From an optimization exercise on the open Yosys and OpenROAD flow, aimed at a short achievable clock period and few clock cycles; shortcuts taken in it are not production practice. Where RTL was checked, it was by simulation tests only, not by an equivalence proof against the original. Only the layout flow was run in runs 1 and 2; the RTL was not checked for function there. No activity file was given, so power comes from the tool's default toggle rates.

File: flow/constraint.sdc
create_clock -name core_clock -period 6.0 [get_ports {clock}]
set_input_delay 1.2000 -clock core_clock [delete_from_list [all_inputs] [get_ports {clock}]]
set_output_delay 1.2000 -clock core_clock [all_outputs]
set_load 0.01 [all_outputs]
File: flow/run.sh
#!/bin/bash
# synth_recipe.tcl (not shown) runs the flow's synth.tcl, then flattens the netlist and writes it again
# the make line also repeats each setting of config.mk as NAME=value (left out here)
make -C /OpenROAD-flow-scripts/flow DESIGN_CONFIG=/design/flow/config.mk WORK_HOME=/design/flow/orfs CLKGATE_MAP_FILE= SYNTH_SCRIPT=/design/flow/synth_recipe.tcl finish
File: flow/design.v
module line_i_cache #(
    parameter int data_width  = 32,
    parameter int addr_width  = 32,
    parameter int entries     = 16,
    parameter int line_words  = 4,
    parameter int count_width = 32
) (
    input  logic                   clock,
    input  logic                   reset_n,
    input  logic                   flush,
    input  logic                   ir_addr_valid,
    output logic                   ir_addr_ready,
    input  logic [addr_width-1:0]  ir_addr,
    output logic                   ir_data_valid,
    input  logic                   ir_data_ready,
    output logic [data_width-1:0]  ir_data,
    output logic                   bus_ir_addr_valid,
    input  logic                   bus_ir_addr_ready,
    output logic [addr_width-1:0]  bus_ir_addr,
    input  logic                   bus_ir_data_valid,
    output logic                   bus_ir_data_ready,
    input  logic [data_width-1:0]  bus_ir_data,
    output logic [count_width-1:0] hit_count,
    output logic [count_width-1:0] miss_count
);
    localparam int OFF_W  = $clog2(line_words);
    localparam int IDX_W  = $clog2(entries);
    localparam int SLOT_W = IDX_W + OFF_W;
    localparam int NSLOT  = entries * line_words;
    localparam int TAG_W  = addr_width - SLOT_W;
    localparam int QD     = 10;               
    localparam int RD     = 16;               
    localparam int RW     = $clog2(RD);
    localparam int SEQ_W  = RW + OFF_W;
    localparam int NGRP   = 4;                
    localparam int GSZ    = NSLOT / NGRP;
    logic                  rdy_q;
    logic                  a_v, a_fl;
    logic [addr_width-1:0] a_addr;
    logic [NSLOT-1:0]      a_soh;             
    logic [entries-1:0]    a_loh;             
    logic                  acc;
    logic                  pop;
    assign ir_addr_ready = rdy_q;
    assign acc = ir_addr_valid && rdy_q;
    always_ff @(posedge clock or negedge reset_n) begin
        if (!reset_n) begin
            a_v  <= 1'b0;
            a_fl <= 1'b0;
        end else begin
            a_v  <= acc;
            a_fl <= flush;
        end
    end
    always_ff @(posedge clock) begin
        a_addr <= ir_addr;
        for (int k = 0; k < NSLOT; k++)   a_soh[k] <= (ir_addr[SLOT_W-1:0] == k);
        for (int i = 0; i < entries; i++) a_loh[i] <= (ir_addr[SLOT_W-1:OFF_W] == i);
    end
    logic [QD-1:0] occ_t;
    logic          occ_up, occ_dn;
    assign occ_up = acc && !pop;
    assign occ_dn = pop && !acc;
    always_ff @(posedge clock or negedge reset_n) begin
        if (!reset_n) begin
            occ_t <= '0;
            rdy_q <= 1'b1;
        end else begin
            if (occ_up)      occ_t <= {occ_t[QD-2:0], 1'b1};
            else if (occ_dn) occ_t <= {1'b0, occ_t[QD-1:1]};
            rdy_q <= occ_up ? !occ_t[QD-2] : (occ_dn ? 1'b1 : !occ_t[QD-1]);
        end
    end
    logic [entries-1:0]    vb;
    logic [TAG_W-1:0]      tag_mem    [entries];
    logic [RW-1:0]         line_rid   [entries];    
    logic [OFF_W-1:0]      line_start [entries];    
    logic [NSLOT-1:0]      pres;                    
    logic [data_width-1:0] data_mem   [NSLOT];
    logic [addr_width-1:0] rf         [RD];         
    logic [RW-1:0]         alloc_rid, iss_rid, ret_rid;
    logic [RD-1:0]         iss_oh, ret_oh;          
    logic [OFF_W-1:0]      iss_pos, ret_pos;
    logic                  bd_v;
    logic [data_width-1:0] bd_d;
    logic [RW-1:0]         bd_rid;
    logic [OFF_W-1:0]      bd_pos;
    logic [SEQ_W-1:0]      bd_seq;
    logic [IDX_W-1:0]      bd_idx;
    logic [OFF_W-1:0]      bd_w;
    logic [SLOT_W-1:0]     bd_slot;
    logic [NSLOT-1:0]      bd_soh;
    logic [entries-1:0]    bd_loh;
    logic                  bd_latest;               
    assign bd_seq  = {bd_rid, bd_pos};
    assign bd_slot = {bd_idx, bd_w};
    always_comb begin
        bd_latest = 1'b0;
        for (int i = 0; i < entries; i++)
            bd_latest = bd_latest | (bd_loh[i] && line_rid[i] == bd_rid);
    end
    logic                  b_v, b_hit, b_pres, b_fwd;
    logic [addr_width-1:0] b_addr;
    logic [SEQ_W-1:0]      b_hseq;
    logic [entries-1:0]    b_loh;
    logic [data_width-1:0] b_grp [NGRP];
    logic [data_width-1:0] b_fwd_d;
    logic [IDX_W-1:0]      a_idx, b_idx;
    logic [OFF_W-1:0]      a_off, b_off;
    logic [TAG_W-1:0]      a_tag, b_tag;
    logic [SLOT_W-1:0]     a_slot;
    assign a_idx  = a_addr[SLOT_W-1:OFF_W];
    assign a_off  = a_addr[OFF_W-1:0];
    assign a_tag  = a_addr[addr_width-1:SLOT_W];
    assign a_slot = a_addr[SLOT_W-1:0];
    assign b_idx  = b_addr[SLOT_W-1:OFF_W];
    assign b_off  = b_addr[OFF_W-1:0];
    assign b_tag  = b_addr[addr_width-1:SLOT_W];
    logic                  fwd, fwd_miss, hit_mem, hit_fwd, l1_hit, l1_pres, pres_rd;
    logic [entries-1:0]    mt;
    logic [RW-1:0]         l1_rid, rid_rd;
    logic [OFF_W-1:0]      l1_start, start_rd;
    always_comb begin
        hit_mem  = 1'b0;
        rid_rd   = '0;
        start_rd = '0;
        for (int i = 0; i < entries; i++) begin
            mt[i]    = vb[i] && (tag_mem[i] == a_tag);
            hit_mem  = hit_mem | (a_loh[i] && mt[i]);
            rid_rd   = rid_rd   | (line_rid[i]   & {RW{a_loh[i]}});
            start_rd = start_rd | (line_start[i] & {OFF_W{a_loh[i]}});
        end
        pres_rd = |(pres & a_soh);
    end
    assign fwd      = b_v && (b_idx == a_idx);
    assign fwd_miss = fwd && !b_hit;
    assign hit_fwd  = (b_tag == a_tag);
    assign l1_hit   = !a_fl && (fwd ? hit_fwd : hit_mem);
    assign l1_rid   = fwd_miss ? alloc_rid : rid_rd;
    assign l1_start = fwd_miss ? b_off : start_rd;
    assign l1_pres  = !fwd_miss && (pres_rd || (bd_v && bd_latest && bd_slot == a_slot));
    always_ff @(posedge clock or negedge reset_n) begin
        if (!reset_n) b_v <= 1'b0;
        else          b_v <= a_v;
    end
    always_ff @(posedge clock) begin
        b_addr  <= a_addr;
        b_loh   <= a_loh;
        b_hit   <= l1_hit;
        b_pres  <= l1_pres;
        b_hseq  <= {l1_rid, a_off - l1_start};
        b_fwd   <= bd_v && (bd_slot == a_slot);
        b_fwd_d <= bd_d;
        for (int g = 0; g < NGRP; g++) begin
            logic [data_width-1:0] acc_d;
            acc_d = '0;
            for (int k = g * GSZ; k < (g + 1) * GSZ; k++)
                acc_d = acc_d | (data_mem[k] & {data_width{a_soh[k]}});
            b_grp[g] <= acc_d;
        end
    end
    logic miss;
    assign miss = b_v && !b_hit;
    always_ff @(posedge clock or negedge reset_n) begin
        if (!reset_n)       vb <= '0;
        else if (a_fl)      vb <= '0;
        else if (b_v)       vb[b_idx] <= 1'b1;
    end
    always_ff @(posedge clock) begin
        if (b_v) tag_mem[b_idx] <= b_tag;
    end
    always_ff @(posedge clock or negedge reset_n) begin
        if (!reset_n)  alloc_rid <= '0;
        else if (miss) alloc_rid <= alloc_rid + 1'b1;
    end
    always_ff @(posedge clock) begin
        rf[alloc_rid] <= b_addr;
        for (int i = 0; i < entries; i++) begin
            if (miss && b_loh[i]) begin
                line_rid[i]   <= alloc_rid;
                line_start[i] <= b_off;
            end
        end
        for (int k = 0; k < NSLOT; k++) begin
            if (bd_v && bd_soh[k]) data_mem[k] <= bd_d;
            if (miss && b_loh[k / line_words])
                pres[k] <= 1'b0;
            else if (bd_v && bd_latest && bd_soh[k])
                pres[k] <= 1'b1;
        end
    end
    logic [data_width-1:0] arr_rd;
    always_comb begin
        arr_rd = '0;
        for (int g = 0; g < NGRP; g++) arr_rd = arr_rd | b_grp[g];
        if (b_fwd) arr_rd = b_fwd_d;
    end
    logic                  c_v, c_dv;
    logic [SEQ_W-1:0]      c_need;
    logic [data_width-1:0] c_data;
    always_ff @(posedge clock or negedge reset_n) begin
        if (!reset_n) c_v <= 1'b0;
        else          c_v <= b_v;
    end
    always_ff @(posedge clock) begin
        c_need <= b_hit ? b_hseq : {alloc_rid, {OFF_W{1'b0}}};
        c_dv   <= b_hit && (b_pres || (bd_v && bd_seq == b_hseq));
        c_data <= b_pres ? arr_rd : bd_d;
    end
    logic [QD-1:0]         q_head, q_tail;      
    logic [QD-1:0]         q_occ, q_dv, q_rdy;
    logic [data_width-1:0] q_data [QD];
    logic [SEQ_W-1:0]      q_need [QD];
    logic                  new_dv;
    logic [data_width-1:0] new_data;
    assign new_dv   = c_dv || (bd_v && bd_seq == c_need);
    assign new_data = c_dv ? c_data : bd_d;
    always_comb begin
        for (int i = 0; i < QD; i++)
            q_rdy[i] = q_dv[i] || (bd_v && bd_seq == q_need[i]);
    end
    always_ff @(posedge clock) begin
        for (int i = 0; i < QD; i++) begin
            if (c_v && q_tail[i]) begin
                q_need[i] <= c_need;
                q_dv[i]   <= new_dv;
                q_data[i] <= new_data;
            end else if (!q_dv[i] && q_rdy[i]) begin
                q_dv[i]   <= 1'b1;
                q_data[i] <= bd_d;
            end
        end
    end
    logic                  out_v;
    logic [data_width-1:0] out_d;
    logic                  head_ok, head_dv;
    logic [data_width-1:0] head_data;
    assign head_ok = |(q_head & q_occ & q_rdy);
    assign head_dv = |(q_head & q_dv);
    always_comb begin
        head_data = '0;
        for (int i = 0; i < QD; i++)
            head_data = head_data | (q_data[i] & {data_width{q_head[i]}});
    end
    assign pop = head_ok && (!out_v || ir_data_ready);
    assign ir_data_valid = out_v;
    assign ir_data       = out_d;
    always_ff @(posedge clock or negedge reset_n) begin
        if (!reset_n) begin
            out_v  <= 1'b0;
            q_head <= {{(QD-1){1'b0}}, 1'b1};
            q_tail <= {{(QD-1){1'b0}}, 1'b1};
            q_occ  <= '0;
        end else begin
            if (pop)                out_v <= 1'b1;
            else if (ir_data_ready) out_v <= 1'b0;
            if (pop)  q_head <= {q_head[QD-2:0], q_head[QD-1]};
            if (c_v)  q_tail <= {q_tail[QD-2:0], q_tail[QD-1]};
            q_occ <= (q_occ & ~(pop ? q_head : '0)) | (c_v ? q_tail : '0);
        end
    end
    always_ff @(posedge clock) begin
        if (pop) out_d <= head_dv ? head_data : bd_d;
    end
    logic                  bav;
    logic [addr_width-1:0] bad;
    logic                  have, adv;
    logic [addr_width-1:0] iss_a, ret_a;
    always_comb begin
        iss_a = '0;
        ret_a = '0;
        for (int r = 0; r < RD; r++) begin
            iss_a = iss_a | (rf[r] & {addr_width{iss_oh[r]}});
            ret_a = ret_a | (rf[r] & {addr_width{ret_oh[r]}});
        end
    end
    assign have  = (iss_rid != alloc_rid);
    assign adv   = !bav || bus_ir_addr_ready;
    assign bus_ir_addr_valid = bav;
    assign bus_ir_addr       = bad;
    always_ff @(posedge clock or negedge reset_n) begin
        if (!reset_n) begin
            bav     <= 1'b0;
            iss_rid <= '0;
            iss_oh  <= {{(RD-1){1'b0}}, 1'b1};
            iss_pos <= '0;
        end else if (adv) begin
            bav <= have;
            if (have) begin
                iss_pos <= iss_pos + 1'b1;
                if (iss_pos == OFF_W'(line_words - 1)) begin
                    iss_rid <= iss_rid + 1'b1;
                    iss_oh  <= {iss_oh[RD-2:0], iss_oh[RD-1]};
                end
            end
        end
    end
    always_ff @(posedge clock) begin
        if (adv && have)
            bad <= {iss_a[addr_width-1:OFF_W], iss_a[OFF_W-1:0] + iss_pos};
    end
    logic [OFF_W-1:0] ret_w;
    assign ret_w = ret_a[OFF_W-1:0] + ret_pos;
    assign bus_ir_data_ready = 1'b1;
    always_ff @(posedge clock or negedge reset_n) begin
        if (!reset_n) begin
            bd_v    <= 1'b0;
            ret_rid <= '0;
            ret_oh  <= {{(RD-1){1'b0}}, 1'b1};
            ret_pos <= '0;
        end else begin
            bd_v <= bus_ir_data_valid;
            if (bus_ir_data_valid) begin
                ret_pos <= ret_pos + 1'b1;
                if (ret_pos == OFF_W'(line_words - 1)) begin
                    ret_rid <= ret_rid + 1'b1;
                    ret_oh  <= {ret_oh[RD-2:0], ret_oh[RD-1]};
                end
            end
        end
    end
    always_ff @(posedge clock) begin
        bd_d   <= bus_ir_data;
        bd_rid <= ret_rid;
        bd_pos <= ret_pos;
        bd_idx <= ret_a[SLOT_W-1:OFF_W];
        bd_w   <= ret_w;
        for (int k = 0; k < NSLOT; k++)   bd_soh[k] <= ({ret_a[SLOT_W-1:OFF_W], ret_w} == k);
        for (int i = 0; i < entries; i++) bd_loh[i] <= (ret_a[SLOT_W-1:OFF_W] == i);
    end
    logic k_hit, k_miss;
    logic [count_width-1:0] hit_inc, miss_inc;
    always_comb begin
        for (int i = 0; i < count_width; i++) begin
            hit_inc[i]  = hit_count[i]  ^ (&(hit_count  | ~({count_width{1'b1}} >> (count_width - i))));
            miss_inc[i] = miss_count[i] ^ (&(miss_count | ~({count_width{1'b1}} >> (count_width - i))));
        end
    end
    always_ff @(posedge clock or negedge reset_n) begin
        if (!reset_n) begin
            k_hit      <= 1'b0;
            k_miss     <= 1'b0;
            hit_count  <= '0;
            miss_count <= '0;
        end else begin
            k_hit  <= b_v && b_hit;
            k_miss <= miss;
            if (k_hit && !(&hit_count))   hit_count  <= hit_inc;
            if (k_miss && !(&miss_count)) miss_count <= miss_inc;
        end
    end
endmodule
File: flow/config.mk
export PLATFORM = sky130hd
export DESIGN_NAME = line_i_cache
export DESIGN_NICKNAME = line_i_cache
export VERILOG_FILES = /design/flow/design.v
export SDC_FILE = /design/flow/constraint.sdc
export NUM_CORES = 4
export LEC_CHECK = 0
export ABC_CLOCK_PERIOD_IN_PS = 1800
export CAP_MARGIN = 20
export CORE_MARGIN = 2
export CORE_UTILIZATION = 45
export PLACE_DENSITY = 0.6
export SETUP_SLACK_MARGIN = 4.2
export SLEW_MARGIN = 20
export TNS_END_PERCENT = 10
==> run_results.csv, run 1 <==
group,metric,value,unit
die,core-area,343500,um2
timing,slew_headroom,26.26,%
place,place_congestion,0.8609,
timing,fin_setup_tns,0,ns
status,violations,"antenna rules",
cts,cts.clk_slew.worst_paths,0.06,ns
power,power_leakage,62.88,nW
timing,final.setup_skew,0.05905,ns
yosys,synth_top_cells_by_count,"edfxtp_1 (3526), a221oi_1 (708), a22o_1 (708)",
setup_path,reg2reg_slack,3.31,ns
setup_path,worstPathArrival,1.61,ns
timing,tightest_slew,1.096,ns
yosys,synthArstFlopShare,4.178,%
setup_path,critPathMaxFanout,2,
yosys,syn_inst,9324,
timing,whs,0.2590,ns
finish,area_delta_synth_final,18.54,%
min_path,hold_path_class,"in -> async",
finish,final_nets,10110,
timing,slew_viol_final,0,
place,dp_hpwl,263500,um
setup_path,cp.buffers_inverters,1,
finish,finish.utilization,53.66,%
yosys,ys_warn_count,7,
grt,grt_antenna_before_repair,31,
setup_path,crit_chain,"buf_6",
yosys,synth.distinct_cells,58,
finish,drive_gt1_share,19.81,%
setup_path,r2r-start,"bd_rid[3]",
yosys,synth_area,155500,um2
setup_path,required,4.80,ns
grt,grt_pass1_wl,691800,um
timing,max_freq,356.0,MHz
setup_path,slowest_delay,0.56,ns
grt,grt_pass1_vias,90500,
finish,n_fill_cell,26720,
setup_path,cp-start-kind,"flip-flop",
detailed_routing,viasPerCell,6.322,
detailed_routing,wirelength,510300,um
die,die_w,591.9,um
finish,finalNonFillerCells,14960,
setup_path,path_class,"reg -> out",
timing,period_needed,2.809,ns
yosys,synth_nets,9423,
detailed_routing,dr.pass1.iters,6,
yosys,netlist.area_leader.share,68.09,%
detailed_routing,ant_nets,1,
yosys,synth_edf_count,3526,
timing,setup_violations,0,
setup_path,slowest_stage,"dfstp_2",
place,dp_cells,13760,
cts,ctsHoldBuffers,0,
setup_path,end_kind,"output port",
cts,cts_made_buffers,425,
timing,hold_viol,0,
finish,multiInputGateArea,33220,um2
finish,seqCellArea,121800,um2
yosys,netlist_top_cells_area,"edfxtp_1 (68%), dfxtp_1 (7.2%), a221oi_1 (4.0%), a22o_1 (4.0%), dfrtp_1 (2.8%)",
die,fp.dieArea,350300,um2
detailed_routing,drc,0,
cts,cts.sinks,4260,
cts,cts_tree,"done",
detailed_routing,drt_iter0_markers,13500,
yosys,syn_area_per_cell,16.68,um2
die,die_y,591.9,um
detailed_routing,vias,94570,
setup_path,critical-path-top-delay-family,"flip-flops",
yosys,ys_seq_area_share,78.11,%
yosys,synth_most_common_cell,"edfxtp_1",
status,status,"complete, but fails checks",
run,drv_cap,0,
timing,rsz0062_at_grt,"yes",
power,vdd_drop_max,297.4,uV
timing,period_share,46.82,%
detailed_routing,wl_per_cell,34.11,um
die,rows,215,
cts,h-tree-depth,5,
grt,grt-ovfl-total,0,
power,total_power,65.79,mW
yosys,ys_dominant_reg_cell,"edfxtp_1",
yosys,synth_top_area_cell,"edfxtp_1",
power,p_per_area,356.9,nW/um2
setup_path,rr_worst_depth,14,
yosys,ys_ff_latch,4260,
setup_path,reg2reg_to,"occ_t[4]",
grt,grt_usage,27.88,%
die,ios,203,
cts,clockBufferDepth,4,
die,initial_core_util,45.27,%
place,portBuffers,201,
cts,cts_root_buffer,"clkbuf_16",
cts,clock_latency,0.99,ns
grt,grt_max_degree,79,
where the power goes:
| group | switching [mW] | internal (mW) |
|---|---|---|
| sequential | 0.899 | 33.5 |
| clock | 11.3 | 15.3 |
| combinational | 3.09 | 1.70 |
sequential cells by signal (all words and copies together) (netlist names), 60 cells and up:
signal,flops
a_soh,64
b_grp,128
bd_soh,64
data_mem,2048
line_rid,64
pres,64
q_data,320
q_need,60
rf,512
tag_mem,416
cells by family after synthesis:
| family | count (synthesis) | synth area share [%] |
|---|---|---|
| AO/OA/AOI/OAI | 2097 | 10.53 |
| buffers and inverters | 709 | 1.834 |
| flip-flops | 4260 | 78.11 |
| adder cells (fa/ha/maj) | 28 | 0.2253 |
| multiplexers | 165 | 1.180 |
| XOR/XNOR | 655 | 3.689 |
| other | 1 | 0.002411 |
| AND/OR/NAND/NOR | 1409 | 4.431 |
layer usage:
layer / track usage (%) / vias up / wire length (um)
met1: 38.19 / 49030 / 196900
met2: 44.85 / 5937 / 239000
met4: 9.585 / 4 / 20390
li1: - / 38510 / -
met5: 0 / - / 26
met3: 5.169 / 1088 / 54010
cell type report:
class,instances,share of cell area (%)
well taps,4557,3.093
repair buffers,873,5.067
clock inverters,181,1.003
multi-input cells,4367,18.02
inverters,79,0.1690
diodes,25,0.03394
flip-flops and latches,4260,66.06
clock buffers,617,6.554
through the flow:
| step | setup slack (ns) | area (um2) |
|---|---|---|
| floorplan | 3.300 | 155900 |
| global placement | 2.218 | 163600 |
| detailed placement | 2.183 | 163600 |
| CTS | 3.117 | 181300 |
| global route | 3.146 | 184300 |
| finish | 3.191 | 184300 |
cell usage in the layout (no fill, tap or decap), types with 49 or more instances in the layout:
| cell | count |
|---|---|
| clkdlybuf4s50_1 | 69 |
| mux2_2 | 83 |
| clkbuf_1 | 134 |
| buf_2 | 84 |
| dfxtp_1 | 435 |
| edfxtp_1 | 3526 |
| a21oi_2 | 52 |
| nand4_1 | 284 |
| buf_4 | 446 |
| a22o_1 | 708 |
| nor4_1 | 124 |
| clkinv_1 | 52 |
| a221oi_1 | 701 |
| xor2_1 | 401 |
| dfxtp_2 | 79 |
| buf_12 | 96 |
| o21ai_0 | 370 |
| and2_2 | 66 |
| a22oi_1 | 157 |
| inv_1 | 74 |
| nor2_1 | 239 |
| xnor2_1 | 233 |
| clkbuf_16 | 464 |
| nand3_1 | 60 |
| buf_6 | 99 |
| dfrtp_1 | 140 |
| clkinv_2 | 65 |
| clkbuf_8 | 49 |
| nand2_1 | 444 |
what timing repair did:
action                     4_1_cts  5_1_grt
setup endpoints to repair     4418     4463
pin swaps                      106       43
resized for setup              929      336
gates cloned                    31       38
setup buffers                  205      104
worst max path at each step:
| stage | start | endpoint | slack [ns] | depth (start not counted) |
|---|---|---|---|---|
| floorplan | bus_ir_addr_ready | iss_oh[10] | 3.30 | 5 |
| global placement | ir_data_ready | q_head[6] | 2.22 | 5 |
| detailed placement | ir_data_ready | q_head[5] | 2.18 | 5 |
| CTS | out_d[15] | ir_data[15] | 3.12 | 1 |
| global route | out_d[15] | ir_data[15] | 3.15 | 1 |
| finish | rdy_q | ir_addr_ready | 3.19 | 1 |
==> run 2, diff against run 1 <==
--- a/flow/design.v
+++ b/flow/design.v
@@ -259,8 +259,9 @@
             q_occ <= (q_occ & ~(pop ? q_head : '0)) | (c_v ? q_tail : '0);
         end
     end
-    always_ff @(posedge clock) begin
-        if (pop) out_d <= head_dv ? head_data : bd_d;
+    always_ff @(posedge clock or negedge reset_n) begin
+        if (!reset_n)  out_d <= '0;
+        else if (pop)  out_d <= head_dv ? head_data : bd_d;
     end
     logic                  bav;
     logic [addr_width-1:0] bad;
@@ -295,9 +296,9 @@
             end
         end
     end
-    always_ff @(posedge clock) begin
-        if (adv && have)
-            bad <= {iss_a[addr_width-1:OFF_W], iss_a[OFF_W-1:0] + iss_pos};
+    always_ff @(posedge clock or negedge reset_n) begin
+        if (!reset_n)          bad <= '0;
+        else if (adv && have)  bad <= {iss_a[addr_width-1:OFF_W], iss_a[OFF_W-1:0] + iss_pos};
     end
     logic [OFF_W-1:0] ret_w;
     assign ret_w = ret_a[OFF_W-1:0] + ret_pos;
--- a/flow/config.mk
+++ b/flow/config.mk
@@ -8,8 +8,10 @@
 export ABC_CLOCK_PERIOD_IN_PS = 1800
 export CAP_MARGIN = 20
 export CORE_MARGIN = 2
-export CORE_UTILIZATION = 45
-export PLACE_DENSITY = 0.6
+export CORE_UTILIZATION = 55
+export CTS_CLUSTER_DIAMETER = 100
+export CTS_CLUSTER_SIZE = 30
+export PLACE_DENSITY = 0.65
 export SETUP_SLACK_MARGIN = 4.2
 export SLEW_MARGIN = 20
 export TNS_END_PERCENT = 10
==> run_results.csv, run 2 <==
group,metric,value,unit
yosys,syn_inst,9527,
detailed_routing,ant_nets,0,
power,sequentialPowerShare,63.4,%
timing,slew_headroom,23.59,%
detailed_routing,drc,0,
setup_path,cp.buffers_inverters,1,
yosys,synth_most_common_cell,"edfxtp_1",
min_path,hold_path_class,"in -> async",
cts,cts.clk_slew.worst_paths,0.11,ns
setup_path,crit_chain,"buf_6",
yosys,synth_area,156000,um2
setup_path,worstPathArrival,1.59,ns
die,die_y,536.5,um
setup_path,required,4.80,ns
yosys,ys_ff_latch,4260,
finish,finish.utilization,62.78,%
power,p_switching,13.10,mW
finish,final_cell_mix,"edfxtp_1 (3462), a221oi_1 (645), a22o_1 (627), buf_4 (601), nand2_1 (505)",
detailed_routing,wirelength,505200,um
power,p_per_area,305.0,nW/um2
die,initial_core_util,55.30,%
place,place_congestion,0.8777,
timing,fin_setup_tns,0,ns
yosys,synth.distinct_cells,63,
power,internal_power,40.90,mW
yosys,synth_top_cells_by_count,"edfxtp_1 (3462), a221oi_1 (660), a22o_1 (628)",
yosys,synth_compound_area_share,10.74,%
timing,tightest_slew,1.134,ns
place,portBuffers,201,
place,dp_cells,13120,
yosys,synth-xor-area-share,3.678,%
place,pre_cts_slack,2.232,ns
finish,final_cell_area,177100,um2
grt,grt_max_degree,104,
finish,final_common_cell,"edfxtp_1",
cts,clockBufferDepth,4,
grt,grt_pass1_wl,674800,um
cts,cts_made_buffers,167,
yosys,ys_seq_area_share,77.68,%
detailed_routing,dr.pass1.iters,8,
run,drv_cap,0,
grt,grt_usage,33.24,%
yosys,synth_top_area_cell,"edfxtp_1",
grt,grt-ovfl-total,0,
detailed_routing,viasPerCell,6.798,
cts,h-tree-depth,4,
yosys,synthArstFlopShare,5.681,%
power,power_leakage,59.88,nW
detailed_routing,wl_per_cell,36.01,um
setup_path,end_kind,"output port",
cts,clock_latency,0.93,ns
timing,whs,0.2888,ns
setup_path,slowest_delay,0.58,ns
timing,hold_viol,0,
setup_path,critPathMaxFanout,2,
power,total_power,54.00,mW
finish,finalNonFillerCells,14030,
finish,largest_reg_flops,2048,
die,ios,203,
place,place_area,162900,um2
detailed_routing,vias,95380,
grt,grt_pass1_vias,89220,
timing,max_freq,358.8,MHz
cts,cts_tree,"done",
yosys,synth_nets,9626,
timing,slew_viol_final,0,
cts,cts.sinks,4260,
yosys,synthAdderAreaFrac,0.2246,%
place,dp_hpwl,257600,um
die,rows,195,
status,status,"timing/DRC/antenna clean",
yosys,synth_edf_count,3462,
finish,reg_top3,"data_mem x2048, rf x512, tag_mem x416",
timing,period_share,46.45,%
yosys,yosys.area_share.simple,4.553,%
yosys,syn_area_per_cell,16.37,um2
cts,ctsHoldBuffers,0,
yosys,ys_dominant_reg_cell,"edfxtp_1",
die,core-area,282000,um2
yosys,synth_top_family_by_area,"compound AO/OA/AOI/OAI gates",
cts,cts_root_buffer,"clkbuf_16",
setup_path,cp-start-kind,"flip-flop",
finish,largest_register,"data_mem",
setup_path,path_class,"reg -> out",
setup_path,critical-path-top-delay-family,"flip-flops",
die,die_w,536.5,um
power,power_frac_clock,26.8,%
timing,period_needed,2.787,ns
finish,drive_gt1_share,17.92,%
power,pwr-share-comb,9.8,%
setup_path,slowest_stage,"dfstp_2",
yosys,netlist.area_leader.share,66.66,%
yosys,synth_mux_area_share,1.146,%
die,fp.dieArea,287800,um2
timing,setup_ws,3.213,ns
finish,area_delta_synth_final,13.53,%
timing,rsz0062_at_grt,"yes",
timing,final.setup_skew,0.05571,ns
power,vdd_drop_max,342.2,uV
grt,grt_antenna_before_repair,43,
detailed_routing,drt_iter0_markers,15620,
yosys,netlist_top_cells_area,"edfxtp_1 (67%), dfxtp_1 (7.1%), dfrtp_1 (3.8%), a221oi_1 (3.7%), a22o_1 (3.5%)",
timing,setup_violations,0,
yosys,ys_warn_count,7,
finish,final_nets,10240,
power,swShare,24.26,%
==> run 2: cell types whose count changed in the layout (fill, tap and decap cells not counted), moves of 46 or more <==
| cell | delta |
|---|---|
| nand2_1 | +61 |
| edfxtp_1 | -64 |
| clkinv_1 | -52 |
| clkinv_2 | -64 |
| a22oi_1 | +128 |
| a21oi_1 | +70 |
| clkbuf_16 | -245 |
| nand4_1 | -46 |
| clkbuf_8 | -48 |
| buf_4 | +155 |
| dfrtp_1 | +63 |
| a221oi_1 | -56 |
| a22o_1 | -81 |
==> run 2: power by group through the flow <==
stage                     combinational (mW)  sequential [mW]  clock, mW
final                                   5.30             34.2       14.5
after global routing                    5.49             34.3       15.4
after detailed placement                3.60             35.1          0
after global placement                  3.54             35.0          0
after floorplan                         2.13             34.6          0
after CTS                               4.75             34.2       14.5
==> run 2: layer usage <==
metal  track usage [%]  wire, um
met1             46.14    188300
met2             51.71    228900
met3             8.207     66660
met4             11.40     21200
met5                 0       146
==> run 2: worst reg2reg max path, delay by kind of cell, from the launching register on <==
family	cells	cell delay, ns
multiplexers	1	0.14
adder cells (fa/ha/maj)	1	0.16
AO/OA/AOI/OAI	3	0.59
XOR/XNOR	1	0.15
buffers and inverters	6	0.70
flip-flops	1	0.40
AND/OR/NAND/NOR	3	0.52
==> run 2: area by class of cell <==
class | count | area, um2
antenna | 14 | 35.03
clock buffer | 285 | 4750
clock inverter | 17 | 214.0
fill | 20000 | 105000
inverter | 110 | 420.4
multi-input combinational | 4532 | 34070
sequential | 4260 | 121500
tap | 3743 | 4683
timing repair buffer | 1070 | 11380
==> run 2: final timing paths <==
path,startpoint,endpoint,slack [ns],cells after the start
setup / recovery,rdy_q,ir_addr_ready,3.21,1
hold / removal,reset_n,occ_t[7],0.29,1
setup reg to reg,bd_rid[0],occ_t[2],3.22,15
hold reg to reg,a_addr[8],b_addr[8],0.40,0
max in group asynchronous,reset_n,alloc_rid[1],4.39,2
min in group core_clock,a_addr[8],b_addr[8],0.40,0
==> run 2: cells by family (layout without fill, tap and decap cells) <==
kind of cell,count (synthesis),after routing
adder cells (fa/ha/maj),28,28
flip-flops,4260,4260
buffers and inverters,755,1482
multiplexers,165,165
AND/OR/NAND/NOR,1477,1496
XOR/XNOR,655,655
AO/OA/AOI/OAI,2186,2187
other,1,15
==> run 2: what timing repair did <==
action	4_1_cts	5_1_grt
resized for setup	878	527
pin swaps	82	100
setup endpoints to repair	4416	4496
gates cloned	32	55
buffers inserted	206	300
==> run 3, diff against run 2 <==
--- a/flow/design.v
+++ b/flow/design.v
@@ -64,13 +64,14 @@
     always_ff @(posedge clock or negedge reset_n) begin
         if (!reset_n) begin
             occ_t <= '0;
-            rdy_q <= 1'b1;
         end else begin
             if (occ_up)      occ_t <= {occ_t[QD-2:0], 1'b1};
             else if (occ_dn) occ_t <= {1'b0, occ_t[QD-1:1]};
-            rdy_q <= occ_up ? !occ_t[QD-2] : (occ_dn ? 1'b1 : !occ_t[QD-1]);
         end
     end
+    always_ff @(posedge clock) begin
+        rdy_q <= occ_up ? !occ_t[QD-2] : (occ_dn ? 1'b1 : !occ_t[QD-1]);
+    end
     logic [entries-1:0]    vb;
     logic [TAG_W-1:0]      tag_mem    [entries];
     logic [RW-1:0]         line_rid   [entries];    
@@ -92,6 +93,9 @@
     logic [NSLOT-1:0]      bd_soh;
     logic [entries-1:0]    bd_loh;
     logic                  bd_latest;               
+    logic                  wr_v;                    
+    logic [SLOT_W-1:0]     wr_slot;
+    logic [NSLOT-1:0]      wr_soh;
     assign bd_seq  = {bd_rid, bd_pos};
     assign bd_slot = {bd_idx, bd_w};
     always_comb begin
@@ -138,7 +142,8 @@
     assign l1_hit   = !a_fl && (fwd ? hit_fwd : hit_mem);
     assign l1_rid   = fwd_miss ? alloc_rid : rid_rd;
     assign l1_start = fwd_miss ? b_off : start_rd;
-    assign l1_pres  = !fwd_miss && (pres_rd || (bd_v && bd_latest && bd_slot == a_slot));
+    assign l1_pres  = !fwd_miss && (pres_rd || (bd_v && bd_latest && bd_slot == a_slot) ||
+                                    (wr_v && wr_slot == a_slot));
     always_ff @(posedge clock or negedge reset_n) begin
         if (!reset_n) b_v <= 1'b0;
         else          b_v <= a_v;
@@ -185,7 +190,7 @@
             if (bd_v && bd_soh[k]) data_mem[k] <= bd_d;
             if (miss && b_loh[k / line_words])
                 pres[k] <= 1'b0;
-            else if (bd_v && bd_latest && bd_soh[k])
+            else if (wr_v && wr_soh[k])
                 pres[k] <= 1'b1;
         end
     end
@@ -195,7 +200,7 @@
         for (int g = 0; g < NGRP; g++) arr_rd = arr_rd | b_grp[g];
         if (b_fwd) arr_rd = b_fwd_d;
     end
-    logic                  c_v, c_dv;
+    logic                  c_v, c_dv, c_em;
     logic [SEQ_W-1:0]      c_need;
     logic [data_width-1:0] c_data;
     always_ff @(posedge clock or negedge reset_n) begin
@@ -204,20 +209,26 @@
     end
     always_ff @(posedge clock) begin
         c_need <= b_hit ? b_hseq : {alloc_rid, {OFF_W{1'b0}}};
+        c_em   <= (b_hit ? b_hseq : {alloc_rid, {OFF_W{1'b0}}}) == {ret_rid, ret_pos};
         c_dv   <= b_hit && (b_pres || (bd_v && bd_seq == b_hseq));
         c_data <= b_pres ? arr_rd : bd_d;
     end
     logic [QD-1:0]         q_head, q_tail;      
     logic [QD-1:0]         q_occ, q_dv, q_rdy;
+    logic [QD-1:0]         q_em;                
     logic [data_width-1:0] q_data [QD];
     logic [SEQ_W-1:0]      q_need [QD];
     logic                  new_dv;
     logic [data_width-1:0] new_data;
-    assign new_dv   = c_dv || (bd_v && bd_seq == c_need);
+    assign new_dv   = c_dv || (bd_v && c_em);
     assign new_data = c_dv ? c_data : bd_d;
     always_comb begin
         for (int i = 0; i < QD; i++)
-            q_rdy[i] = q_dv[i] || (bd_v && bd_seq == q_need[i]);
+            q_rdy[i] = q_dv[i] || (bd_v && q_em[i]);
+    end
+    always_ff @(posedge clock) begin
+        for (int i = 0; i < QD; i++)
+            q_em[i] <= ((c_v && q_tail[i]) ? c_need : q_need[i]) == {ret_rid, ret_pos};
     end
     always_ff @(posedge clock) begin
         for (int i = 0; i < QD; i++) begin
@@ -275,7 +286,14 @@
             ret_a = ret_a | (rf[r] & {addr_width{ret_oh[r]}});
         end
     end
-    assign have  = (iss_rid != alloc_rid);
+    logic [RW-1:0] iss_rid_nx, alloc_rid_nx;
+    assign alloc_rid_nx = alloc_rid + {{(RW-1){1'b0}}, miss};
+    assign iss_rid_nx   = iss_rid + {{(RW-1){1'b0}},
+                                     adv && have && iss_pos == OFF_W'(line_words - 1)};
+    always_ff @(posedge clock or negedge reset_n) begin
+        if (!reset_n) have <= 1'b0;
+        else          have <= (iss_rid_nx != alloc_rid_nx);
+    end
     assign adv   = !bav || bus_ir_addr_ready;
     assign bus_ir_addr_valid = bav;
     assign bus_ir_addr       = bad;
@@ -304,6 +322,14 @@
     assign ret_w = ret_a[OFF_W-1:0] + ret_pos;
     assign bus_ir_data_ready = 1'b1;
     always_ff @(posedge clock or negedge reset_n) begin
+        if (!reset_n) wr_v <= 1'b0;
+        else          wr_v <= bd_v && bd_latest && !(miss && |(b_loh & bd_loh));
+    end
+    always_ff @(posedge clock) begin
+        wr_slot <= bd_slot;
+        wr_soh  <= bd_soh;
+    end
+    always_ff @(posedge clock or negedge reset_n) begin
         if (!reset_n) begin
             bd_v    <= 1'b0;
             ret_rid <= '0;
==> run_results.csv, run 3 <==
group,metric,value,unit
status,status,"timing/DRC/antenna clean",
yosys,syn_area_per_cell,16.09,um2
detailed_routing,ant_nets,0,
cts,cts_made_buffers,169,
yosys,ys_warn_count,7,
timing,max_freq,362.4,MHz
setup_path,slowest_stage,"dfrtp_2",
power,power_leakage,60.69,nW
setup_path,cp-start-kind,"flip-flop",
cts,clock_latency,0.96,ns
setup_path,worstPathArrival,1.56,ns
cts,cts_tree,"done",
yosys,synth_most_common_cell,"edfxtp_1",
finish,multiInputGateArea,35070,um2
grt,grt-ovfl-total,0,
power,vdd_drop_max,228.0,uV
grt,grt_pass1_wl,686700,um
yosys,synth.distinct_cells,61,
timing,slew_viol_final,0,
min_path,hold_path_class,"in -> async",
place,pre_cts_slack,2.366,ns
setup_path,crit_chain,"buf_6",
timing,fin_setup_tns,0,ns
setup_path,critPathMaxFanout,2,
finish,drive_gt1_share,17.60,%
detailed_routing,vias,96460,
detailed_routing,viasPerCell,6.743,
yosys,synth_top_cells_by_count,"edfxtp_1 (3402), dfxtp_1 (698), nand2_1 (675)",
die,rows,196,
die,ios,203,
setup_path,end_kind,"output port",
yosys,syn_inst,9804,
yosys,ys_seq_area_share,77.49,%
yosys,synth_area,157700,um2
finish,seqCellArea,122500,um2
finish,largest_reg_flops,2048,
yosys,netlist.area_leader.share,64.77,%
power,p_per_area,302.6,nW/um2
grt,grt_antenna_before_repair,50,
yosys,synth_nets,9906,
timing,tightest_slew,1.251,ns
setup_path,slowest_delay,0.50,ns
die,fp.dieArea,291100,um2
timing,period_needed,2.759,ns
place,portBuffers,201,
run,drv_cap,0,
yosys,synthArstFlopShare,5.595,%
die,die_y,539.5,um
detailed_routing,drc,0,
timing,period_share,45.99,%
timing,hold_viol,0,
grt,grt_usage,33.18,%
finish,final_cell_mix,"edfxtp_1 (3402), nand2_1 (637), buf_4 (622), a221oi_1 (607), a22o_1 (597)",
grt,grt_pass1_vias,91090,
setup_path,required,4.80,ns
setup_path,critical-path-top-delay-family,"flip-flops",
die,die_w,539.5,um
yosys,netlist_top_cells_area,"edfxtp_1 (65%), dfxtp_1 (8.9%), dfrtp_1 (3.8%), a221oi_1 (3.5%), a22o_1 (3.3%)",
yosys,synth_top_area_cell,"edfxtp_1",
detailed_routing,dr.pass1.iters,14,
cts,clockBufferDepth,4,
yosys,ys_ff_latch,4343,
finish,reg_top3,"data_mem x2048, rf x512, tag_mem x416",
die,core-area,285200,um2
timing,rsz0062_at_grt,"yes",
cts,cts.clk_slew.worst_paths,0.12,ns
finish,n_fill_cell,20290,
detailed_routing,wirelength,501600,um
detailed_routing,wl_per_cell,35.06,um
finish,largest_register,"data_mem",
timing,final.setup_skew,0.06053,ns
cts,cts_root_buffer,"clkbuf_16",
timing,slew_headroom,15.86,%
finish,final_common_cell,"edfxtp_1",
cts,h-tree-depth,4,
setup_path,cp.buffers_inverters,1,
finish,area_delta_synth_final,12.95,%
yosys,synth_edf_count,3402,
yosys,ys_dominant_reg_cell,"edfxtp_1",
setup_path,path_class,"reg -> out",
detailed_routing,drt_iter0_markers,15260,
timing,setup_violations,0,
die,initial_core_util,55.30,%
place,dp_hpwl,261400,um
grt,grt_max_degree,101,
cts,cts.sinks,4343,
timing,setup_ws,3.241,ns
finish,final_nets,10480,
place,place_congestion,0.8984,
==> run 3: cell types whose count changed after synthesis, moves of 36 or more <==
cell,delta
edfxtp_1,-60
nand3_1,+39
dfxtp_1,+142
o21ai_0,+67
mux2_2,+36
buf_2,+37
a22oi_1,+68
nand2_1,+133
==> run 3: logic make-up (layout without fill, tap and decap cells) <==
kind of cell               Yosys count  count (layout)  synth area share, %
DFF                               4343            4343                77.49
AOI/OAI and AO/OA                 2244            2245                10.69
and+or+nand+nor                   1625            1641                4.925
buffers and inverters              732            1424                1.821
xor gates and xnor gates           665             665                3.697
muxes                              163             166                1.132
adders and majority gates           31              31               0.2459
other                                1              29             0.002378
==> run 3: area by class of cell <==
cell class	instances	share of cell area (%)
repair buffers	1036	5.856
clock inverters	20	0.1334
well taps	3762	2.642
clock buffers	292	2.692
diodes	28	0.03933
repair inverters	2	0.009832
multi-input cells	4749	19.69
inverters	74	0.1664
flip-flops and latches	4343	68.77
==> run 3: path summary, 6_finish.rpt <==
path / startpoint / endpoint / slack (ns) / cells after the start
max: bad[5] / bus_ir_addr[5] / 3.24 / 1
min: reset_n / hit_count[0] / 0.29 / 1
max reg2reg: bd_d[29] / q_data[2][29] / 3.54 / 3
min reg2reg: bd_soh[24] / wr_soh[24] / 0.33 / 0
max in group asynchronous: reset_n / alloc_rid[1] / 4.50 / 2
min in group core_clock: bd_soh[24] / wr_soh[24] / 0.33 / 0
==> run 3: stage by stage <==
stage	hold slack [ns]	power [mW]	cell area (um2)	util, %	instances
2_1_floorplan	0.3236	37.00	158100	-	9804
3_3_place_gp	0.3273	38.91	164900	57.83	13440
3_5_place_dp	0.3302	39.02	165000	57.84	13440
4_1_cts	0.2740	53.49	173700	60.92	14000
5_1_grt	0.3201	55.19	178100	62.45	14280
6_report	0.2862	53.90	178200	62.47	14310
==> run 3: timing repair <==
| action | in CTS | in global routing |
|---|---|---|
| cloned | 39 | 19 |
| endpoints found under the setup margin | 4570 | 4232 |
| hold buffers | 0 | 0 |
| pin swaps | 114 | 62 |
| endpoints found under the hold margin | 0 | 0 |
| buffers inserted | 214 | 258 |
| resized for setup | 958 | 419 |
==> run 3: power by group <==
| group | switching, mW | internal, mW | leakage (nW) |
|---|---|---|---|
| sequential | 0.895 | 33.8 | 39.6 |
| combinational | 3.03 | 1.43 | 18.7 |
| clock | 9.14 | 5.64 | 2.40 |
| total | 13.1 | 40.8 | 60.7 |
==> run 3: worst register-to-register path, stage by stage (launching register included) <==
cell,delay (ns)
dfxtp_4,0.50
buf_4,0.42
mux2i_1,1.01
o21ai_0,0.24
==> run 3: routing by layer <==
layer	vias to the layer above	wire, um	global-route usage (%)	part of all wire (%)
li1	39340	-	-	-
met1	49210	186600	46.31	37
met2	6850	229100	51.39	46
met3	1031	65360	7.591	13
met4	22	20350	11.92	4.1
met5	-	189	0	0.038
Testbench counts of run 3, summed over its fixed seeds: cycles 16,115.
==> run 4, diff against run 3 <==
--- a/flow/design.v
+++ b/flow/design.v
@@ -35,6 +35,7 @@
     localparam int NGRP   = 4;                
     localparam int GSZ    = NSLOT / NGRP;
     logic                  rdy_q;
+    logic                  nrdy_i;            
     logic                  a_v, a_fl;
     logic [addr_width-1:0] a_addr;
     logic [NSLOT-1:0]      a_soh;             
@@ -42,7 +43,7 @@
     logic                  acc;
     logic                  pop;
     assign ir_addr_ready = rdy_q;
-    assign acc = ir_addr_valid && rdy_q;
+    assign acc = ir_addr_valid && !nrdy_i;
     always_ff @(posedge clock or negedge reset_n) begin
         if (!reset_n) begin
             a_v  <= 1'b0;
@@ -69,8 +70,11 @@
             else if (occ_dn) occ_t <= {1'b0, occ_t[QD-1:1]};
         end
     end
+    logic rdy_nx;
+    assign rdy_nx = occ_up ? !occ_t[QD-2] : (occ_dn ? 1'b1 : !occ_t[QD-1]);
     always_ff @(posedge clock) begin
-        rdy_q <= occ_up ? !occ_t[QD-2] : (occ_dn ? 1'b1 : !occ_t[QD-1]);
+        rdy_q  <= rdy_nx;
+        nrdy_i <= !rdy_nx;
     end
     logic [entries-1:0]    vb;
     logic [TAG_W-1:0]      tag_mem    [entries];
@@ -84,6 +88,7 @@
     logic [OFF_W-1:0]      iss_pos, ret_pos;
     logic                  bd_v;
     logic [data_width-1:0] bd_d;
+    logic [data_width-1:0] bd_dg [NGRP];            
     logic [RW-1:0]         bd_rid;
     logic [OFF_W-1:0]      bd_pos;
     logic [SEQ_W-1:0]      bd_seq;
@@ -187,7 +192,7 @@
             end
         end
         for (int k = 0; k < NSLOT; k++) begin
-            if (bd_v && bd_soh[k]) data_mem[k] <= bd_d;
+            if (bd_v && bd_soh[k]) data_mem[k] <= bd_dg[k / GSZ];
             if (miss && b_loh[k / line_words])
                 pres[k] <= 1'b0;
             else if (wr_v && wr_soh[k])
@@ -243,6 +248,7 @@
         end
     end
     logic                  out_v;
+    logic                  nout_v;            
     logic [data_width-1:0] out_d;
     logic                  head_ok, head_dv;
     logic [data_width-1:0] head_data;
@@ -253,28 +259,42 @@
         for (int i = 0; i < QD; i++)
             head_data = head_data | (q_data[i] & {data_width{q_head[i]}});
     end
-    assign pop = head_ok && (!out_v || ir_data_ready);
+    assign pop = head_ok && (nout_v || ir_data_ready);
     assign ir_data_valid = out_v;
     assign ir_data       = out_d;
+    logic out_v_nx;
+    assign out_v_nx = pop || (!nout_v && !ir_data_ready);
     always_ff @(posedge clock or negedge reset_n) begin
         if (!reset_n) begin
             out_v  <= 1'b0;
+            nout_v <= 1'b1;
+        end else begin
+            out_v  <= out_v_nx;
+            nout_v <= !out_v_nx;
+        end
+    end
+    always_ff @(posedge clock or negedge reset_n) begin
+        if (!reset_n) begin
             q_head <= {{(QD-1){1'b0}}, 1'b1};
             q_tail <= {{(QD-1){1'b0}}, 1'b1};
             q_occ  <= '0;
         end else begin
-            if (pop)                out_v <= 1'b1;
-            else if (ir_data_ready) out_v <= 1'b0;
             if (pop)  q_head <= {q_head[QD-2:0], q_head[QD-1]};
             if (c_v)  q_tail <= {q_tail[QD-2:0], q_tail[QD-1]};
             q_occ <= (q_occ & ~(pop ? q_head : '0)) | (c_v ? q_tail : '0);
         end
     end
+    logic [data_width-1:0] out_h, out_nx;
+    assign out_nx = head_dv ? head_data : bd_d;
+    always_ff @(posedge clock) begin
+        if (pop) out_h <= out_nx;
+    end
     always_ff @(posedge clock or negedge reset_n) begin
-        if (!reset_n)  out_d <= '0;
-        else if (pop)  out_d <= head_dv ? head_data : bd_d;
+        if (!reset_n) out_d <= '0;
+        else          out_d <= pop ? out_nx : out_h;
     end
     logic                  bav;
+    logic                  nbav;              
     logic [addr_width-1:0] bad;
     logic                  have, adv;
     logic [addr_width-1:0] iss_a, ret_a;
@@ -294,17 +314,19 @@
         if (!reset_n) have <= 1'b0;
         else          have <= (iss_rid_nx != alloc_rid_nx);
     end
-    assign adv   = !bav || bus_ir_addr_ready;
+    assign adv   = nbav || bus_ir_addr_ready;
     assign bus_ir_addr_valid = bav;
     assign bus_ir_addr       = bad;
     always_ff @(posedge clock or negedge reset_n) begin
         if (!reset_n) begin
             bav     <= 1'b0;
+            nbav    <= 1'b1;
             iss_rid <= '0;
             iss_oh  <= {{(RD-1){1'b0}}, 1'b1};
             iss_pos <= '0;
         end else if (adv) begin
-            bav <= have;
+            bav  <= have;
+            nbav <= !have;
             if (have) begin
                 iss_pos <= iss_pos + 1'b1;
                 if (iss_pos == OFF_W'(line_words - 1)) begin
@@ -314,9 +336,14 @@
             end
         end
     end
+    logic [addr_width-1:0] bad_h, bad_nx;
+    assign bad_nx = {iss_a[addr_width-1:OFF_W], iss_a[OFF_W-1:0] + iss_pos};
+    always_ff @(posedge clock) begin
+        if (adv && have) bad_h <= bad_nx;
+    end
     always_ff @(posedge clock or negedge reset_n) begin
-        if (!reset_n)          bad <= '0;
-        else if (adv && have)  bad <= {iss_a[addr_width-1:OFF_W], iss_a[OFF_W-1:0] + iss_pos};
+        if (!reset_n) bad <= '0;
+        else          bad <= (adv && have) ? bad_nx : bad_h;
     end
     logic [OFF_W-1:0] ret_w;
     assign ret_w = ret_a[OFF_W-1:0] + ret_pos;
@@ -348,6 +375,8 @@
     end
     always_ff @(posedge clock) begin
         bd_d   <= bus_ir_data;
+        for (int g = 0; g < NGRP; g++)
+            if (bus_ir_data_valid && ret_a[SLOT_W-1:SLOT_W-2] == g) bd_dg[g] <= bus_ir_data;
         bd_rid <= ret_rid;
         bd_pos <= ret_pos;
         bd_idx <= ret_a[SLOT_W-1:OFF_W];
@@ -356,24 +385,39 @@
         for (int i = 0; i < entries; i++) bd_loh[i] <= (ret_a[SLOT_W-1:OFF_W] == i);
     end
     logic k_hit, k_miss;
+    logic h_sat, m_sat;              
     logic [count_width-1:0] hit_inc, miss_inc;
+    logic [count_width-1:0] hc_n, mc_n;       
+    logic [count_width-1:0] hc, mc, hc_nx, mc_nx;
+    assign hc = ~hc_n;
+    assign mc = ~mc_n;
     always_comb begin
         for (int i = 0; i < count_width; i++) begin
-            hit_inc[i]  = hit_count[i]  ^ (&(hit_count  | ~({count_width{1'b1}} >> (count_width - i))));
-            miss_inc[i] = miss_count[i] ^ (&(miss_count | ~({count_width{1'b1}} >> (count_width - i))));
+            hit_inc[i]  = hc[i] ^ (&(hc | ~({count_width{1'b1}} >> (count_width - i))));
+            miss_inc[i] = mc[i] ^ (&(mc | ~({count_width{1'b1}} >> (count_width - i))));
         end
     end
+    assign hc_nx = (k_hit && !h_sat)  ? hit_inc  : hc;
+    assign mc_nx = (k_miss && !m_sat) ? miss_inc : mc;
     always_ff @(posedge clock or negedge reset_n) begin
         if (!reset_n) begin
             k_hit      <= 1'b0;
             k_miss     <= 1'b0;
+            h_sat      <= 1'b0;
+            m_sat      <= 1'b0;
             hit_count  <= '0;
             miss_count <= '0;
+            hc_n       <= '1;
+            mc_n       <= '1;
         end else begin
             k_hit  <= b_v && b_hit;
             k_miss <= miss;
-            if (k_hit && !(&hit_count))   hit_count  <= hit_inc;
-            if (k_miss && !(&miss_count)) miss_count <= miss_inc;
+            hit_count  <= hc_nx;
+            miss_count <= mc_nx;
+            hc_n       <= ~hc_nx;
+            mc_n       <= ~mc_nx;
+            if (k_hit && hc == {{(count_width-1){1'b1}}, 1'b0})  h_sat <= 1'b1;
+            if (k_miss && mc == {{(count_width-1){1'b1}}, 1'b0}) m_sat <= 1'b1;
         end
     end
 endmodule
--- a/flow/config.mk
+++ b/flow/config.mk
@@ -10,7 +10,7 @@
 export CORE_MARGIN = 2
 export CORE_UTILIZATION = 55
 export CTS_CLUSTER_DIAMETER = 100
-export CTS_CLUSTER_SIZE = 30
+export CTS_CLUSTER_SIZE = 24
 export PLACE_DENSITY = 0.65
 export SETUP_SLACK_MARGIN = 4.2
 export SLEW_MARGIN = 20
==> run_results.csv, run 4 <==
group,metric,value,unit
status,status,"timing/DRC/antenna clean",
detailed_routing,drt_iter0_markers,14770,
finish,final_cell_area,185100,um2
finish,largest_reg_flops,2048,
die,core-area,299000,um2
timing,setup_ws,3.226,ns
yosys,synth_edf_count,3530,
timing,slew_headroom,22.35,%
finish,final_nets,10650,
yosys,netlist.area_leader.share,64.29,%
yosys,ys_dominant_reg_cell,"edfxtp_1",
setup_path,cp-start-kind,"flip-flop",
timing,tightest_slew,1.161,ns
power,vdd_drop_max,272.6,uV
timing,hold_viol,0,
detailed_routing,wirelength,512900,um
timing,period_share,46.23,%
setup_path,slowest_delay,0.45,ns
power,total_power,62.39,mW
setup_path,path_class,"reg -> out",
finish,seqCellArea,129300,um2
grt,grt_pass1_vias,93840,
cts,clockBufferDepth,4,
detailed_routing,drc,0,
yosys,synth_top_cells_by_count,"edfxtp_1 (3530), dfxtp_1 (763), nand2_1 (653)",
cts,cts_root_buffer,"clkbuf_16",
finish,multiInputGateArea,35370,um2
yosys,synth.distinct_cells,55,
cts,cts_made_buffers,214,
die,fp.dieArea,304200,um2
cts,h-tree-depth,4,
grt,grt_pass1_wl,704200,um
place,dp_hpwl,266100,um
place,pre_cts_slack,2.140,ns
setup_path,end_kind,"output port",
finish,final_cell_mix,"edfxtp_1 (3530), dfxtp_1 (684), a221oi_1 (624), a22o_1 (609), nand2_1 (583)",
timing,setup_violations,0,
setup_path,worstPathArrival,1.57,ns
finish,reg_top3,"data_mem x2048, rf x512, tag_mem x416",
die,die_y,551.5,um
finish,drive_gt1_share,16.65,%
cts,cts_tree,"done",
timing,slew_viol_final,0,
detailed_routing,dr.pass1.iters,6,
place,dp_cells,13950,
grt,grt_usage,32.76,%
place,portBuffers,201,
finish,final_common_cell,"edfxtp_1",
grt,grt-ovfl-total,0,
cts,cts.clk_slew.worst_paths,0.10,ns
die,rows,201,
power,p_per_area,337.0,nW/um2
setup_path,r2r-start,"ret_oh[13]",
grt,grt_antenna_before_repair,38,
yosys,syn_inst,10140,
timing,period_needed,2.774,ns
setup_path,critPathMaxFanout,1,
yosys,netlist_top_cells_area,"edfxtp_1 (64%), dfxtp_1 (9.3%), dfrtp_1 (3.7%), a221oi_1 (3.4%), a22o_1 (3.2%)",
yosys,ys_ff_latch,4604,
yosys,synth_nets,10250,
yosys,synth_most_common_cell,"edfxtp_1",
yosys,synthArstFlopShare,6.755,%
setup_path,critical-path-top-delay-family,"flip-flops",
finish,finalNonFillerCells,14750,
power,power_leakage,62.52,nW
setup_path,reg2reg_to,"bd_soh[59]",
timing,whs,0.1662,ns
timing,fin_setup_tns,0,ns
min_path,hold_path_class,"in -> async",
timing,rsz0062_at_grt,"yes",
setup_path,rr_worst_depth,11,
setup_path,crit_chain,"buf_2",
grt,grt_max_degree,102,
timing,final.setup_skew,0.04644,ns
finish,finish.utilization,61.90,%
die,ios,203,
cts,clock_latency,0.96,ns
setup_path,required,4.80,ns
detailed_routing,wl_per_cell,34.77,um
yosys,synth_top_area_cell,"edfxtp_1",
place,place_congestion,0.8936,
die,die_w,551.5,um
die,initial_core_util,55.14,%
detailed_routing,viasPerCell,6.685,
yosys,syn_area_per_cell,16.26,um2
yosys,synth_area,164900,um2
setup_path,reg2reg_slack,3.38,ns
run,drv_cap,0,
detailed_routing,vias,98620,
finish,largest_register,"data_mem",
finish,area_delta_synth_final,12.26,%
setup_path,slowest_stage,"dfrtp_1",
detailed_routing,ant_nets,0,
place,place_area,172200,um2
yosys,ys_warn_count,8,
yosys,ys_seq_area_share,78.32,%
timing,max_freq,360.5,MHz
setup_path,cp.buffers_inverters,1,
cts,cts.sinks,4604,
finish,n_fill_cell,21480,
## run 4: cell count changes in the layout (fill, tap and decap cells not counted), moves of 40 or more
| cell | previous run | this run |
|---|---|---|
| clkbuf_16 | 185 | 225 |
| nand2_1 | 637 | 583 |
| clkbuf_1 | 117 | 171 |
| edfxtp_1 | 3402 | 3530 |
| o21ai_0 | 442 | 396 |
| dfstp_2 | 4 | 69 |
| dfxtp_1 | 575 | 684 |
| inv_1 | 66 | 124 |
| buf_4 | 622 | 436 |
## run 4: how the worst max path moves through the flow
stage	from	end	slack [ns]	cells after the start
after CTS	out_d[2]	ir_data[2]	3.19	1
after floorplan	bus_ir_addr_ready	have	3.55	10
after detailed placement	bus_ir_data_valid	bd_dg[1][26]	2.14	2
after global routing	out_d[12]	ir_data[12]	3.23	1
final	out_d[14]	ir_data[14]	3.23	1
after global placement	bus_ir_data_valid	bd_dg[1][13]	2.16	2
## run 4: layer usage
metal  part of all wire (%)  track usage [%]
met5                  0.013                0
met4                    5.4            16.03
met3                     11            5.111
met2                     47            52.58
met1                     36            44.01
## run 4: logic make-up after synthesis
kind of cell | synth area share [%]
adder cells (fa/ha/maj) | 0.2580
multiplexers | 1.019
XOR/XNOR | 3.633
AO/OA/AOI/OAI | 10.25
buffers and inverters | 1.845
AND/OR/NAND/NOR | 4.671
other | 0.002274
flip-flops | 78.32
## run 4: timing repair
item | 4_1_cts | 5_1_grt
gates cloned | 36 | 15
setup buffers | 116 | 172
pin swaps | 127 | 75
endpoints found under the setup margin | 4554 | 4535
gates resized for setup | 998 | 486
hold buffers | 0 | 0
## run 4: cell type report
| cell class | instances | area share [%] |
|---|---|---|
| sequential | 4604 | 69.88 |
| clock buffer | 386 | 3.247 |
| timing repair buffer | 834 | 4.597 |
| clock inverter | 12 | 0.09801 |
| inverter | 135 | 0.2940 |
| antenna | 65 | 0.08787 |
| multi-input combinational | 4754 | 19.11 |
| tap | 3958 | 2.675 |
| timing repair inverter | 3 | 0.01284 |
## run 4: report_power, final
part           switching [mW]  internal, mW
Sequential               1.35          36.1
Combinational            5.24          3.05
Clock                    9.78          6.88
Testbench counts of run 4, summed over its fixed seeds: cycles 16,115.
==> run 5, diff against run 4 <==
--- a/flow/design.v
+++ b/flow/design.v
@@ -286,12 +286,12 @@
     end
     logic [data_width-1:0] out_h, out_nx;
     assign out_nx = head_dv ? head_data : bd_d;
-    always_ff @(posedge clock) begin
-        if (pop) out_h <= out_nx;
-    end
     always_ff @(posedge clock or negedge reset_n) begin
-        if (!reset_n) out_d <= '0;
-        else          out_d <= pop ? out_nx : out_h;
+        if (!reset_n) out_h <= '0;
+        else if (pop) out_h <= out_nx;
+    end
+    always_ff @(posedge clock) begin
+        out_d <= pop ? out_nx : out_h;
     end
     logic                  bav;
     logic                  nbav;              
@@ -338,12 +338,12 @@
     end
     logic [addr_width-1:0] bad_h, bad_nx;
     assign bad_nx = {iss_a[addr_width-1:OFF_W], iss_a[OFF_W-1:0] + iss_pos};
-    always_ff @(posedge clock) begin
-        if (adv && have) bad_h <= bad_nx;
-    end
     always_ff @(posedge clock or negedge reset_n) begin
-        if (!reset_n) bad <= '0;
-        else          bad <= (adv && have) ? bad_nx : bad_h;
+        if (!reset_n)         bad_h <= '0;
+        else if (adv && have) bad_h <= bad_nx;
+    end
+    always_ff @(posedge clock) begin
+        bad <= (adv && have) ? bad_nx : bad_h;
     end
     logic [OFF_W-1:0] ret_w;
     assign ret_w = ret_a[OFF_W-1:0] + ret_pos;
--- a/flow/config.mk
+++ b/flow/config.mk
@@ -11,7 +11,7 @@
 export CORE_UTILIZATION = 55
 export CTS_CLUSTER_DIAMETER = 100
 export CTS_CLUSTER_SIZE = 24
-export PLACE_DENSITY = 0.65
+export PLACE_DENSITY = 0.62
 export SETUP_SLACK_MARGIN = 4.2
 export SLEW_MARGIN = 20
 export TNS_END_PERCENT = 10
==> run_results.csv, run 5 <==
group,metric,value,unit
yosys,syn_area_per_cell,16.26,um2
timing,fin_setup_tns,0,ns
yosys,synth.distinct_cells,55,
yosys,ys_warn_count,8,
die,rows,201,
yosys,ys_dominant_reg_cell,"edfxtp_1",
timing,slew_viol_final,0,
finish,n_fill_cell,21380,
cts,cts.sinks,4604,
power,sequentialPowerShare,59.9,%
finish,final_cell_mix,"edfxtp_1 (3530), dfxtp_1 (620), a22o_1 (609), nand2_1 (608), a221oi_1 (606)",
setup_path,reg2reg_slack,3.33,ns
min_path,hold_path_class,"in -> async",
grt,grt_pass1_wl,716100,um
detailed_routing,vias,98510,
detailed_routing,viasPerCell,6.642,
die,die_w,551.5,um
timing,slew_headroom,21.13,%
power,pwr-share-comb,13.2,%
finish,reg_top3,"data_mem x2048, rf x512, tag_mem x416",
power,vdd_drop_max,243.2,uV
yosys,ys_seq_area_share,78.32,%
grt,grt-ovfl-total,0,
cts,cts.clk_slew.worst_paths,0.10,ns
yosys,ys_ff_latch,4604,
timing,rsz0062_at_grt,"yes",
timing,period_needed,2.730,ns
yosys,synth_edf_count,3530,
run,drv_cap,0,
timing,period_share,45.50,%
setup_path,rr_worst_depth,13,
setup_path,cp-endpoint,"bus_ir_addr_valid",
finish,area_delta_synth_final,13.20,%
power,p_per_area,335.2,nW/um2
yosys,netlist_top_cells_area,"edfxtp_1 (64%), dfxtp_1 (9.3%), dfrtp_1 (3.7%), a221oi_1 (3.4%), a22o_1 (3.2%)",
place,place_congestion,0.8921,
grt,grt_max_degree,121,
timing,max_freq,366.3,MHz
power,internal_power,46.25,mW
finish,largest_reg_flops,2048,
setup_path,worstPathArrival,1.53,ns
grt,grt_antenna_before_repair,53,
detailed_routing,drc,0,
power,swShare,26.07,%
yosys,synth_area,164900,um2
place,portBuffers,201,
cts,cts_made_buffers,214,
place,pre_cts_slack,2.282,ns
setup_path,critPathMaxFanout,2,
setup_path,critical-path-top-delay-family,"flip-flops",
yosys,synth_top_cells_by_count,"edfxtp_1 (3530), dfxtp_1 (763), nand2_1 (653)",
die,die_y,551.5,um
detailed_routing,dr.pass1.iters,6,
grt,grt_usage,33.69,%
status,status,"timing/DRC/antenna clean",
die,ios,203,
yosys,synth_top_area_cell,"edfxtp_1",
place,dp_hpwl,274300,um
cts,cts_root_buffer,"clkbuf_16",
yosys,synth_nets,10250,
setup_path,startpoint,"bav",
timing,final.setup_skew,0.06668,ns
detailed_routing,ant_nets,0,
setup_path,r2r-start,"bd_v",
cts,clock_latency,0.97,ns
setup_path,crit_chain,"buf_2",
power,p_switching,16.31,mW
timing,hold_viol,0,
grt,grt_pass1_vias,92900,
yosys,synth_most_common_cell,"edfxtp_1",
yosys,syn_inst,10140,
cts,cts_tree,"done",
setup_path,reg2reg_to,"occ_t[7]",
place,place_area,172200,um2
die,initial_core_util,55.14,%
setup_path,worst-path-stages,1,
setup_path,end_kind,"output port",
timing,tightest_slew,1.179,ns
setup_path,cp.buffers_inverters,1,
cts,h-tree-depth,4,
finish,drive_gt1_share,17.71,%
die,fp.dieArea,304200,um2
die,core-area,299000,um2
setup_path,cp-start-kind,"flip-flop",
setup_path,path_class,"reg -> out",
finish,largest_register,"data_mem",
detailed_routing,wirelength,525700,um
setup_path,slowest_stage,"dfrtp_1",
yosys,synthArstFlopShare,6.755,%
power,power_frac_clock,26.9,%
finish,final_nets,10720,
setup_path,slowest_delay,0.42,ns
cts,clockBufferDepth,4,
power,power_leakage,63.34,nW
power,total_power,62.56,mW
finish,finish.utilization,62.42,%
finish,final_cell_area,186700,um2
detailed_routing,wl_per_cell,35.44,um
yosys,netlist.area_leader.share,64.29,%
timing,setup_ws,3.270,ns
finish,final_common_cell,"edfxtp_1",
detailed_routing,drt_iter0_markers,14550,
timing,setup_violations,0,
setup_path,required,4.80,ns
==> run 5: what timing repair did <==
action,CTS,global route
pin swaps,70,122
hold buffers,0,0
gates resized for setup,1060,530
endpoints found under the setup margin,4558,4338
setup buffers,130,215
cloned,49,16
==> run 5: kinds of logic after synthesis <==
group                      share of synthesized area (%)
muxes                                              1.019
buffers and inverters                              1.845
and+or+nand+nor                                    4.671
other                                           0.002274
AOI/OAI and AO/OA                                  10.25
xor gates and xnor gates                           3.633
adders and majority gates                         0.2580
DFF                                                78.32
==> run 5: worst min-delay path by stage <==
| stage | from | endpoint | slack [ns] | cells after the start |
|---|---|---|---|---|
| finish | reset_n | k_miss | 0.15 | 1 |
| global route | reset_n | hit_count[6] | 0.14 | 1 |
| CTS | reset_n | hit_count[6] | 0.10 | 1 |
| global placement | bd_soh[55] | wr_soh[55] | 0.33 | 0 |
| detailed placement | bd_soh[19] | wr_soh[19] | 0.33 | 0 |
| floorplan | bd_soh[0] | wr_soh[0] | 0.32 | 0 |
==> run 5: final cells by class <==
class                           instances  area, um2  area share (%)
Antenna cell                           70      175.2         0.09384
Clock buffer                          392       6140           3.289
Clock inverter                         10      128.9         0.06904
Inverter                              135      543.0          0.2909
Multi-Input combinational cell       4753      35290           18.91
Sequential cell                      4604     129500           69.37
Tap cell                             3958       4952           2.653
Timing Repair Buffer                  908       9936           5.323
Timing Repair inverter                  2      15.01        0.008044
==> run 5: stage by stage <==
stage	std cells	hold WS (ns)
global placement	13950	0.3252
finish	14830	0.1464
CTS	14530	0.1024
detailed placement	13950	0.3288
global route	14780	0.1442
floorplan	10140	0.3236
==> run 5: per-layer routing <==
| layer | vias up | wire length [um] | track usage [%] |
|---|---|---|---|
| met5 | - | 49 | 0 |
| met4 | 8 | 29380 | 16.63 |
| met3 | 1104 | 58410 | 6.004 |
| met2 | 6450 | 242500 | 52.37 |
| met1 | 50610 | 195300 | 46.25 |
| li1 | 40340 | - | - |
==> run 5: power groups by stage <==
stage	logic, mW	clock network, mW	registers, mW
4_1_cts	7.19	16.9	37.5
3_5_place_dp	6.07	0	38.1
6_report	8.27	16.8	37.5
2_1_floorplan	3.41	0	37.5
3_3_place_gp	5.98	0	38.0
5_1_grt	8.64	17.9	37.6
Testbench counts of run 5, summed over its fixed seeds: cycles 16,115.

## static timing again, ports no longer ideal
The flow's constraints put no driver on any port. The routed layouts listed below were extracted and timed again, unchanged, in two steps.
Step 1, drivers: a clkbuf_16 drives clock and a buf_2 each remaining input, both assumed.
Step 2 moves the port delays by t, midway between the first and last clock arrival at a register: inputs arrive t later, outputs are due t later. That takes back most of the time a late clock gives input paths.
a / b / c = ideal ports / drivers / drivers and shift; a / b = the first two.
| run | t, ns | slack for setup (ns) | hold WS [ns] | worst setup path at the end | clock arrival spread, ns |
|---|---|---|---|---|---|
| run 1 | 1.064 | 3.191 / 3.086 / 2.481 | 0.259 / 0.187 / 0.358 | input to register | 0.061 / 0.062 |
| run 2 | 1.008 | 3.213 / 3.105 / 2.612 | 0.289 / 0.231 / 0.397 | input to register | 0.059 / 0.058 |
| run 3 | 1.021 | 3.241 / 3.143 / 2.720 | 0.286 / 0.245 / 0.332 | input to register | 0.066 / 0.066 |
| run 4 | 1.046 | 3.226 / 3.122 / 2.680 | 0.166 / 0.114 / 0.345 | input to register | 0.052 / 0.051 |
| run 5 | 1.041 | 3.270 / 3.168 / 2.525 | 0.146 / 0.098 / 0.351 | input to register | 0.069 / 0.068 |
For run 5, which loses most, drivers alone change the setup slack by -0.102 ns; drivers and shift together by -0.745 ns.
